Source: an optimization exercise on an open RTL-to-GDS flow (aim: small area). Production flows keep margins and buffers that such runs may drop. The RTL was checked by simulation tests, not by an equivalence proof against the original design. Power is estimated from default activity; no workload was simulated.

## ip_mem_top
module ip_mem_top
#(
	parameter int MEM_DEPTH = 16,
	parameter int MEM_WIDTH = 8,
	parameter int AP_DEPTH  = 4
)
(
	input  logic                                 bus_if,
	input  logic                                 reset_n_i,
	input  logic                                 read_i,
	input  logic                                 write_i,
	input  logic [mem_pkg::ADDR_W-1:0]           addr_i,
	input  logic [mem_pkg::SIZE_W-1:0]           size_i,
	input  logic                                 write_valid_i,
	input  logic [MEM_WIDTH*mem_pkg::BYTE_W-1:0] write_data_i,
	output logic                                 grant_o,
	output logic                                 read_valid_o,
	output logic [MEM_WIDTH*mem_pkg::BYTE_W-1:0] read_data_o,
	output logic                                 error_o
);
	logic [1:0]        len;
	logic [IDX_W-1:0]  idx;
	logic [6:0]        head;
	logic              not_empty;
	logic              pop;
	logic              we;
	logic [IDX_W-1:0]  wr_idx;
	logic [IDX_W-1:0]  rd_idx;
	logic              rd_load;
	logic              fwd;
	logic [DEPTH-1:0][DATA_W-1:0] mem;
	ap_decode u_ap_decode
	(
		.addr_i(addr_i), .size_i(size_i), .len_o(len), .idx_o(idx)
	);
	ap_fifo #(.AP_DEPTH(AP_DEPTH), .ENT_W(7)) u_ap_fifo
	(
		.bus_if(bus_if), .reset_n_i(reset_n_i),
		.req_i(read_i || write_i), .ent_i({read_i, len, idx}),
		.pop_i(pop), .grant_o(grant_o), .head_o(head), .not_empty_o(not_empty)
	);
	dp_ctrl u_dp_ctrl
	(
		.bus_if(bus_if), .reset_n_i(reset_n_i),
		.not_empty_i(not_empty), .head_rd_i(head[6]), .head_len_i(head[5:4]),
		.head_idx_i(head[3:0]), .write_valid_i(write_valid_i),
		.pop_o(pop), .we_o(we), .wr_idx_o(wr_idx), .rd_idx_o(rd_idx),
		.rd_load_o(rd_load), .fwd_o(fwd),
		.read_valid_o(read_valid_o), .error_o(error_o)
	);
	mem_lane u_mem
	(
		.bus_if(bus_if), .reset_n_i(reset_n_i), .we_i(we), .wr_idx_i(wr_idx),
		.wr_data_i(write_data_i), .mem_o(mem)
	);
	rd_resp u_rd_resp
	(
		.bus_if(bus_if), .reset_n_i(reset_n_i), .load_i(rd_load), .fwd_i(fwd),
		.idx_i(rd_idx), .mem_i(mem), .wr_data_i(write_data_i), .read_data_o(read_data_o)
	);
endmodule
Size in the first run: about 2100 cells after synthesis, roughly 170 I/O pins.
export LEC_CHECK = 0
export CAP_MARGIN = 20
export CORE_MARGIN = 2
export CORE_UTILIZATION = 60
export SLEW_MARGIN = 20
create_clock -name core_clock -period 6.5 [get_ports {bus_if}]
standard.sh (not shown) runs the stock make flow with config.mk's settings and CLKGATE_MAP_FILE= SYNTH_SCRIPT=/design/flow/synth_recipe.tcl, a recipe that flattens the netlist after the stock synthesis.
==> flow/flow/run.sh <==
#!/bin/bash
# Standard synthesis, then the combinational logic re-mapped for area by ABC (registers kept
# as the standard synthesis made them), then the standard layout with port buffers of the
# smallest size and a clock tree without dummy loads.
set -euo pipefail
HERE=$(pwd)
FLOWDIR=$HERE/flow
RES=$HERE/orfs/results/$FLOW_PLATFORM/ip_mem_top/base
YOSYS=$FLOW_HOME/../tools/install/yosys/bin/yosys
LIB=$FLOW_HOME/platforms/$FLOW_PLATFORM/lib/sky130_fd_sc_hd__tt_025C_1v80.lib

export BUFFER_PORTS_ARGS="-buffer_cell sky130_fd_sc_hd__buf_1"
export CTS_ARGS="-sink_clustering_enable -repair_clock_nets -dont_use_dummy_load -sink_clustering_size 18 -sink_clustering_max_diameter 50 -buf_list sky130_fd_sc_hd__clkbuf_8"

bash standard.sh synth > synth.log 2>&1

cp $RES/1_2_yosys.v $HERE/std_synth.v
DONT_USE=$(sed -n '/^export DONT_USE_CELLS/,/^#/p' $FLOW_HOME/platforms/$FLOW_PLATFORM/config.mk | grep -o 'sky130_fd_sc_hd__[a-z0-9_]*' | sed 's/^/-dont_use /' | tr '\n' ' ')
cat > remap.ys <<EOS
read_liberty -ignore_miss_func $LIB
read_verilog $HERE/std_synth.v
hierarchy -top $FLOW_TOP
blackbox $(cat $FLOWDIR/seq_cells.txt)
flatten
delete t:\$scopeinfo
opt_clean
tee -o $HERE/remap_before.txt stat -liberty $LIB
abc -liberty $LIB $DONT_USE -script $FLOWDIR/area.abc
opt_clean -purge
hilomap -singleton -hicell sky130_fd_sc_hd__conb_1 HI -locell sky130_fd_sc_hd__conb_1 LO
insbuf -buf sky130_fd_sc_hd__buf_4 A X
opt_clean -purge
check
tee -o $HERE/remap_after.txt stat -liberty $LIB
select $FLOW_TOP
write_verilog -noattr -noexpr -nohex -nodec -selected $HERE/remap.v
EOS
$YOSYS -s remap.ys > remap.log 2>&1
cp $HERE/remap.v $RES/1_2_yosys.v
rm -f $RES/1_synth.odb $RES/1_synth.sdc

bash standard.sh finish > standard.log 2>&1
==> flow/flow/area.abc <==
&get -n
&st
&dch -f
&nf -a -p -R 1000
&put
mfs2 -a
&get -n
&st
&dch -f
&nf -a -p -R 1000
&put
mfs2 -a
&get -n
&st
&dch -f
&nf -a -p -R 1000
&put
topo
Other scripts of this flow, unchanged in this note and not shown: flow/flow/seq_cells.txt
==> next run, changes <==
--- a/flow/flow/run.sh
+++ b/flow/flow/run.sh
@@ -12,3 +12,3 @@
 export BUFFER_PORTS_ARGS="-buffer_cell sky130_fd_sc_hd__buf_1"
-export CTS_ARGS="-sink_clustering_enable -repair_clock_nets -dont_use_dummy_load -sink_clustering_size 18 -sink_clustering_max_diameter 50 -buf_list sky130_fd_sc_hd__clkbuf_8"
+export CTS_ARGS="-sink_clustering_enable -repair_clock_nets -dont_use_dummy_load -sink_clustering_size 10 -sink_clustering_max_diameter 40 -buf_list sky130_fd_sc_hd__clkbuf_4"
 
@@ -41,2 +41,2 @@
 
-bash standard.sh finish > standard.log 2>&1
+bash standard.sh MATCH_CELL_FOOTPRINT=0 RECOVER_POWER=100 finish > standard.log 2>&1
Result: With this change the flow reached the layout checks and failed them: capacitance limit, slew limit; design area goes down slightly; sequential cell count does not change; routed wire length goes up slightly; cell count goes up slightly; synthesized area does not change; hold slack hardly moves; synthesized cell count does not change.
==> next run, changes <==
--- a/flow/flow/run.sh
+++ b/flow/flow/run.sh
@@ -9,2 +9,3 @@
 YOSYS=$FLOW_HOME/../tools/install/yosys/bin/yosys
+PERIOD_PS=$(awk "BEGIN{printf \"%d\", $FLOW_PERIOD_NS*1000}")
 LIB=$FLOW_HOME/platforms/$FLOW_PLATFORM/lib/sky130_fd_sc_hd__tt_025C_1v80.lib
@@ -12,3 +13,3 @@
 export BUFFER_PORTS_ARGS="-buffer_cell sky130_fd_sc_hd__buf_1"
-export CTS_ARGS="-sink_clustering_enable -repair_clock_nets -dont_use_dummy_load -sink_clustering_size 10 -sink_clustering_max_diameter 40 -buf_list sky130_fd_sc_hd__clkbuf_4"
+export CTS_ARGS="-sink_clustering_enable -repair_clock_nets -dont_use_dummy_load -sink_clustering_size 18 -sink_clustering_max_diameter 50 -buf_list sky130_fd_sc_hd__clkbuf_8"
 
@@ -27,3 +28,3 @@
 tee -o $HERE/remap_before.txt stat -liberty $LIB
-abc -liberty $LIB $DONT_USE -script $FLOWDIR/area.abc
+abc -liberty $LIB $DONT_USE -constr $FLOWDIR/abc.constr -D $PERIOD_PS -script $FLOWDIR/area.abc
 opt_clean -purge
@@ -41,2 +42,2 @@
 
-bash standard.sh MATCH_CELL_FOOTPRINT=0 RECOVER_POWER=100 finish > standard.log 2>&1
+bash standard.sh finish > standard.log 2>&1
==> flow/flow/abc.constr (new file) <==
set_driving_cell sky130_fd_sc_hd__buf_1
set_load 5
--- a/flow/flow/area.abc
+++ b/flow/flow/area.abc
@@ -18 +18,5 @@
 topo
+stime -c
+buffer -c
+upsize -c
+dnsize -c
The changed run finished clean.
Final cell count falls by 1.4%.
Total power went up by 2.6%.
Global-route usage fell by 0.64 points.
==> next run, changes <==
--- a/flow/flow/run.sh
+++ b/flow/flow/run.sh
@@ -9,3 +9,2 @@
 YOSYS=$FLOW_HOME/../tools/install/yosys/bin/yosys
-PERIOD_PS=$(awk "BEGIN{printf \"%d\", $FLOW_PERIOD_NS*1000}")
 LIB=$FLOW_HOME/platforms/$FLOW_PLATFORM/lib/sky130_fd_sc_hd__tt_025C_1v80.lib
@@ -13,3 +12,3 @@
 export BUFFER_PORTS_ARGS="-buffer_cell sky130_fd_sc_hd__buf_1"
-export CTS_ARGS="-sink_clustering_enable -repair_clock_nets -dont_use_dummy_load -sink_clustering_size 18 -sink_clustering_max_diameter 50 -buf_list sky130_fd_sc_hd__clkbuf_8"
+export CTS_ARGS="-sink_clustering_enable -repair_clock_nets -dont_use_dummy_load -sink_clustering_size 10 -sink_clustering_max_diameter 36 -buf_list sky130_fd_sc_hd__clkbuf_4"
 
@@ -28,3 +27,3 @@
 tee -o $HERE/remap_before.txt stat -liberty $LIB
-abc -liberty $LIB $DONT_USE -constr $FLOWDIR/abc.constr -D $PERIOD_PS -script $FLOWDIR/area.abc
+abc -liberty $LIB $DONT_USE -script $FLOWDIR/area.abc
 opt_clean -purge
--- a/flow/flow/area.abc
+++ b/flow/flow/area.abc
@@ -18,5 +18 @@
 topo
-stime -c
-buffer -c
-upsize -c
-dnsize -c
PLACE_DENSITY = 0.85   (was unset)
removed: flow/flow/abc.constr
Maximum frequency shrinks by roughly a tenth.
Clock skew grows by 0.0072 ns.
Die area shrinks slightly.
Global-route usage shrinks by 0.45 points.

Setup of v13:
ip_mem_top again, from the RTL that the note above started with.
==> flow/design.v (excerpt) <==
module ip_mem_top
#(
	parameter int MEM_DEPTH = 16,
	parameter int MEM_WIDTH = 8,
	parameter int AP_DEPTH  = 4
)
(
	input  logic                                 bus_if,
	input  logic                                 reset_n_i,
	input  logic                                 read_i,
	input  logic                                 write_i,
	input  logic [mem_pkg::ADDR_W-1:0]           addr_i,
	input  logic [mem_pkg::SIZE_W-1:0]           size_i,
	input  logic                                 write_valid_i,
	input  logic [MEM_WIDTH*mem_pkg::BYTE_W-1:0] write_data_i,
	output logic                                 grant_o,
	output logic                                 read_valid_o,
	output logic [MEM_WIDTH*mem_pkg::BYTE_W-1:0] read_data_o,
	output logic                                 error_o
);
Settings: LEC_CHECK=0, CAP_MARGIN=20, CORE_MARGIN=2, CORE_UTILIZATION=60, PLACE_DENSITY=0.75, SLEW_MARGIN=20; clock period 6.5 ns.
==> flow/flow/run.sh <==
#!/bin/bash
# Standard synthesis, then the combinational logic re-mapped for area by ABC (registers kept
# as the standard synthesis made them), then the standard layout with port buffers of the
# smallest size and a clock tree without dummy loads.
set -euo pipefail
HERE=$(pwd)
FLOWDIR=$HERE/flow
RES=$HERE/orfs/results/$FLOW_PLATFORM/ip_mem_top/base
YOSYS=$FLOW_HOME/../tools/install/yosys/bin/yosys
LIB=$FLOW_HOME/platforms/$FLOW_PLATFORM/lib/sky130_fd_sc_hd__tt_025C_1v80.lib

export BUFFER_PORTS_ARGS="-buffer_cell sky130_fd_sc_hd__buf_1"
export CTS_ARGS="-sink_clustering_enable -repair_clock_nets -dont_use_dummy_load -sink_clustering_size 10 -sink_clustering_max_diameter 40 -buf_list sky130_fd_sc_hd__clkbuf_4"

bash standard.sh synth > synth.log 2>&1

cp $RES/1_2_yosys.v $HERE/std_synth.v
DONT_USE=$(sed -n '/^export DONT_USE_CELLS/,/^#/p' $FLOW_HOME/platforms/$FLOW_PLATFORM/config.mk | grep -o 'sky130_fd_sc_hd__[a-z0-9_]*' | sed 's/^/-dont_use /' | tr '\n' ' ')
cat > remap.ys <<EOS
read_liberty -ignore_miss_func $LIB
read_verilog $HERE/std_synth.v
hierarchy -top $FLOW_TOP
blackbox $(cat $FLOWDIR/seq_cells.txt)
flatten
delete t:\$scopeinfo
opt_clean
tee -o $HERE/remap_before.txt stat -liberty $LIB
abc -liberty $LIB $DONT_USE -script $FLOWDIR/area.abc
opt_clean -purge
hilomap -singleton -hicell sky130_fd_sc_hd__conb_1 HI -locell sky130_fd_sc_hd__conb_1 LO
insbuf -buf sky130_fd_sc_hd__buf_4 A X
opt_clean -purge
check
tee -o $HERE/remap_after.txt stat -liberty $LIB
select $FLOW_TOP
write_verilog -noattr -noexpr -nohex -nodec -selected $HERE/remap.v
EOS
$YOSYS -s remap.ys > remap.log 2>&1
cp $HERE/remap.v $RES/1_2_yosys.v
rm -f $RES/1_synth.odb $RES/1_synth.sdc

bash standard.sh finish > standard.log 2>&1
==> flow/flow/area.abc <==
&get -n
&st
&dch -f
&nf -a -p -R 1000
&put
mfs2
&get -n
&st
&dch -f
&nf -a -p -R 1000
&put
topo
Other scripts of this flow, unchanged in this note and not shown: flow/flow/seq_cells.txt
[inputs] v35 vs v13
==> flow/flow/area.abc <==
&get -n
&st
&dch -f
&nf -a -p -R 1000
&put
mfs2 -a
&get -n
&st
&dch -f
&nf -a -p -R 1000
&put
mfs2 -a
&get -n
&st
&dch -f
&nf -a -p -R 1000
&put
topo
diff --git a/flow/config.mk b/flow/config.mk
--- a/flow/config.mk
+++ b/flow/config.mk
@@ -9,4 +9,3 @@
 export CORE_MARGIN = 2
 export CORE_UTILIZATION = 60
-export PLACE_DENSITY = 0.75
 export SLEW_MARGIN = 20
- v35: all stages complete, timing, DRC and antenna checks passed
- v13 ended up with mux4_2 as its cell with the largest stage delay on the worst path; v35 ended up with o21ai_0.
- Multi-input gate area in the final layout (higher): v13
- Relative to v13, core utilization has increased by 0.41 points in v35.
- On die area, v35 and v13 are neck and neck.
- Diff v13 -> v35: total instance count after detailed placement held, chip height shows no meaningful change, total wire length after detailed routing has increased, portion of the clock cycle consumed by the worst path in the final layout went up, final hold slack went up 0.0048 ns.
- Diff v35..v13 | number of non-filler instances in the completed layout | negligible
diff inputs: v35 => v54
diff --git a/flow/config.mk b/flow/config.mk
--- a/flow/config.mk
+++ b/flow/config.mk
@@ -9,3 +9,4 @@
 export CORE_MARGIN = 2
 export CORE_UTILIZATION = 60
+export GPL_TIMING_DRIVEN = 0
 export SLEW_MARGIN = 20
Taking v35 as the reference, in v54 setup slack fell 0.29 ns; total of clock buffers placed in the layout rose 3; fmax fell 6.0%; core utilization rose 4.3 points; global-route track usage on met3 fell 1.3 points. Changes observed in v54 relative to v35: first-pass GRT wire length went up, CTS clock-pin slew for the worst setup and hold paths did not really move, met2 capacity usage during global routing went up.
Edits applied to the flow inputs when going from v54 to v19:
==> flow/flow/area.abc <==
&get -n
&st
&dch -f
&nf -a -p -R 1000
&put
mfs2
&get -n
&st
&dch -f
&nf -a -p -R 1000
&put
topo
diff --git a/flow/config.mk b/flow/config.mk
--- a/flow/config.mk
+++ b/flow/config.mk
@@ -8,5 +8,5 @@
 export CAP_MARGIN = 20
 export CORE_MARGIN = 2
-export CORE_UTILIZATION = 60
-export GPL_TIMING_DRIVEN = 0
+export CORE_UTILIZATION = 70
+export PLACE_DENSITY = 0.8
 export SLEW_MARGIN = 20
==> comparison <==
- v19: done, clean on timing, DRC and antenna
- The lower iteration count of the initial detailed-routing pass of v19 and v54 is in v54.
- The higher post-route standard cell area excluding fillers came out of v54.
- What v54 reported for fill cell instance count of the final layout has to be multiplied by 0.74 to get the figure for v19.
- v19 vs v54 — pin count of the biggest net entering global routing climbed by more than half
- Summary of v19 over v54: critical path required time picked up an extra 0.16 ns, layout overhead on the synthesized area shows a reduction of 8.4 points, combinational power decreased 21%, count of vias placed by the detailed router roughly the same.
- v54 vs v19, library cell contributing the largest single delay on the critical path: o21ai_4 vs nor2_4
- Summary of v19 over v54: cell total after placement shows a reduction of 158; wire length shows a reduction of 6.0%.

== lane 1 ==
Starting RTL as in the previous note.
export LEC_CHECK = 0
export CAP_MARGIN = 20
export CORE_MARGIN = 2
export CORE_UTILIZATION = 60
export PLACE_DENSITY = 0.75
export SLEW_MARGIN = 20
create_clock -name core_clock -period 6.5 [get_ports {bus_if}]
==> flow/flow/area.abc <==
strash
dch -f
amap
mfs2
strash
dch -f
amap
topo
==> flow/flow/seq_cells.txt <==
sky130_fd_sc_hd__dfbbn_1 sky130_fd_sc_hd__dfbbn_2 sky130_fd_sc_hd__dfbbp_1 sky130_fd_sc_hd__dfrbp_1 sky130_fd_sc_hd__dfrbp_2 sky130_fd_sc_hd__dfrtn_1 sky130_fd_sc_hd__dfrtp_1 sky130_fd_sc_hd__dfrtp_2 sky130_fd_sc_hd__dfrtp_4 sky130_fd_sc_hd__dfsbp_1 sky130_fd_sc_hd__dfsbp_2 sky130_fd_sc_hd__dfstp_1 sky130_fd_sc_hd__dfstp_2 sky130_fd_sc_hd__dfstp_4 sky130_fd_sc_hd__dfxbp_1 sky130_fd_sc_hd__dfxbp_2 sky130_fd_sc_hd__dfxtp_1 sky130_fd_sc_hd__dfxtp_2 sky130_fd_sc_hd__dfxtp_4 sky130_fd_sc_hd__dlclkp_1 sky130_fd_sc_hd__dlclkp_2 sky130_fd_sc_hd__dlclkp_4 sky130_fd_sc_hd__dlrbn_1 sky130_fd_sc_hd__dlrbn_2 sky130_fd_sc_hd__dlrbp_1 sky130_fd_sc_hd__dlrbp_2 sky130_fd_sc_hd__dlrtn_1 sky130_fd_sc_hd__dlrtn_2 sky130_fd_sc_hd__dlrtn_4 sky130_fd_sc_hd__dlrtp_1 sky130_fd_sc_hd__dlrtp_2 sky130_fd_sc_hd__dlrtp_4 sky130_fd_sc_hd__dlxbn_1 sky130_fd_sc_hd__dlxbn_2 sky130_fd_sc_hd__dlxbp_1 sky130_fd_sc_hd__dlxtn_1 sky130_fd_sc_hd__dlxtn_2 sky130_fd_sc_hd__dlxtn_4 sky130_fd_sc_hd__dlxtp_1 sky130_fd_sc_hd__edfxbp_1 sky130_fd_sc_hd__edfxtp_1 sky130_fd_sc_hd__lpflow_inputisolatch_1 sky130_fd_sc_hd__sdfbbn_1 sky130_fd_sc_hd__sdfbbn_2 sky130_fd_sc_hd__sdfbbp_1 sky130_fd_sc_hd__sdfrbp_1 sky130_fd_sc_hd__sdfrbp_2 sky130_fd_sc_hd__sdfrtn_1 sky130_fd_sc_hd__sdfrtp_1 sky130_fd_sc_hd__sdfrtp_2 sky130_fd_sc_hd__sdfrtp_4 sky130_fd_sc_hd__sdfsbp_1 sky130_fd_sc_hd__sdfsbp_2 sky130_fd_sc_hd__sdfstp_1 sky130_fd_sc_hd__sdfstp_2 sky130_fd_sc_hd__sdfstp_4 sky130_fd_sc_hd__sdfxbp_1 sky130_fd_sc_hd__sdfxbp_2 sky130_fd_sc_hd__sdfxtp_1 sky130_fd_sc_hd__sdfxtp_2 sky130_fd_sc_hd__sdfxtp_4 sky130_fd_sc_hd__sdlclkp_1 sky130_fd_sc_hd__sdlclkp_2 sky130_fd_sc_hd__sdlclkp_4 sky130_fd_sc_hd__sedfxbp_1 sky130_fd_sc_hd__sedfxbp_2 sky130_fd_sc_hd__sedfxtp_1 sky130_fd_sc_hd__sedfxtp_2 sky130_fd_sc_hd__sedfxtp_4
Scripts as last shown in full above: flow/flow/run.sh
Lane 1 closes out successfully: all stages finished, all timing, DRC and antenna checks passed.
Inputs modified between lane 1 and lane 2:
- PLACE_DENSITY removed (was 0.75)
- SLEW_MARGIN changed from 20 to 5
- CAP_MARGIN changed from 20 to 5
==> flow/flow/area.abc <==
&get -n
&st
&dch -f
&nf -a -p -R 1000
&put
mfs2 -a
&get -n
&st
&dch -f
&nf -a -p -R 1000
&put
mfs2 -a
&get -n
&st
&dch -f
&nf -a -p -R 1000
&put
topo
### Flow results
- Diff lane 2..lane 1 | die area | negligible
- On count of buffers not belonging to the clock network in the layout, the lower figure sits with lane 2, not lane 1.
- Between lane 2 and lane 1, internal power is higher for lane 2, lane 1 comes in under that.
[inputs] lane 3 vs lane 2
- a change of SLEW_MARGIN from 5 to 20
- a change of CAP_MARGIN from 5 to 20
- an added PLACE_DENSITY of 0.75
Notes after the runs:
Lane 3 | status: complete | timing, DRC, antenna: pass. Lane 2 went all the way through the flow, and no timing, DRC or antenna check failed. Lane 3 vs. lane 2: switching part of the total power went down by 0.20 points. Comparing the two runs side by side, lane 3 comes out ahead of lane 2 on total wire length. Compared with lane 2, in lane 3 multi-input gate share of total cell area held, total vias in the final route now sits higher, cell total after placement closely matched the old numbers, fmax shows a reduction of 0.0038 GHz, growth of design area from synthesis to finish went down by 0.22 points. Non-clock buffer count in the final layout in lane 3 vs lane 2: down 2.3%. Proportion of cell area spent on the clock network of lane 2 is on par with lane 3. Looking at first-iteration detailed-routing DRC count across lane 3 and lane 2, the one that comes out higher is lane 2. On count of input and output buffers, lane 3 and lane 2 are basically level.
Relative to lane 3, the following input files were edited for lane 4:
- swapping 60 for 75 in CORE_UTILIZATION
- swapping 0.75 for 0.85 in PLACE_DENSITY
==> flow/flow/area.abc <==
&get -n
&st
&dch -f
&nf -a -p -R 1000
&put
mfs2
&get -n
&st
&dch -f
&nf -a -p -R 1000
&put
topo
## What came out
- Number of buffers other than clock buffers in the final layout was higher in lane 3 than in lane 4.
- Lane 4 ended up with fewer standard cells than lane 3.
- Relative to lane 3, register-to-register setup slack has decreased by 0.19 ns in lane 4.
- Worst-skew pair later-pin latency: lane 4 vs lane 3 up 0.03 ns
- Maximum VDD drop went up slightly going from lane 3 to lane 4.
- Lane 4 vs lane 3 — total met2 wirelength after detailed routing dropped by a few percent
- Going from lane 3 to lane 4, maximum number of pins on one net before global-route repair went up about 1.6%, overall routed net length went down about 2%, worst setup margin went down 0.19 ns, die area went down about 20%.
- Worst-path maximum fanout for lane 4 is higher than for lane 3.

separate check: timing with driven ports:
How much do the figures lean on ideal ports? The routed layouts below were timed once more, with nothing changed but the port constraints. Step 1 assumes that a clkbuf_16 drives the clock port and a buf_2 every other input. Step 2 also shifts input and output timing later by t, the mid clock arrival at the registers, as if the neighbouring blocks saw the same clock. Slacks: ideal / step 1 / step 2; pairs: ideal / step 1.
run | shift t [ns] | setup WS [ns] | worst data-port slew with drivers (ns)
the first run of note 1 | 0.758 | 1.897 / 1.897 / 1.309 | 0.10
the second run of note 1 | 1.030 | 0.820 / 0.849 / -0.181 | 0.09
the third run of note 1 | 0.774 | 2.289 / 2.328 / 1.554 | 0.13
the fourth run of note 1 | 1.051 | 1.677 / 1.677 / 1.115 | 0.08
v13 | 1.074 | 1.969 / 1.969 / 1.002 | 0.05
v35 | 1.026 | 1.958 / 1.958 / 1.278 | 0.10
v54 | 1.036 | 1.666 / 1.666 / 0.857 | 0.12
v19 | 1.070 | 1.958 / 1.958 / 0.970 | 0.06
lane 1 | 1.062 | 1.436 / 1.436 / 1.433 | 0.04
lane 2 | 1.042 | 2.009 / 2.009 / 1.263 | 0.10
lane 3 | 1.043 | 1.930 / 1.930 / 1.128 | 0.06
lane 4 | 1.069 | 1.739 / 1.739 / 1.068 | 0.05
For the second run of note 1, which loses most, drivers alone change the setup slack by +0.029 ns; drivers and shift together by -1.001 ns.
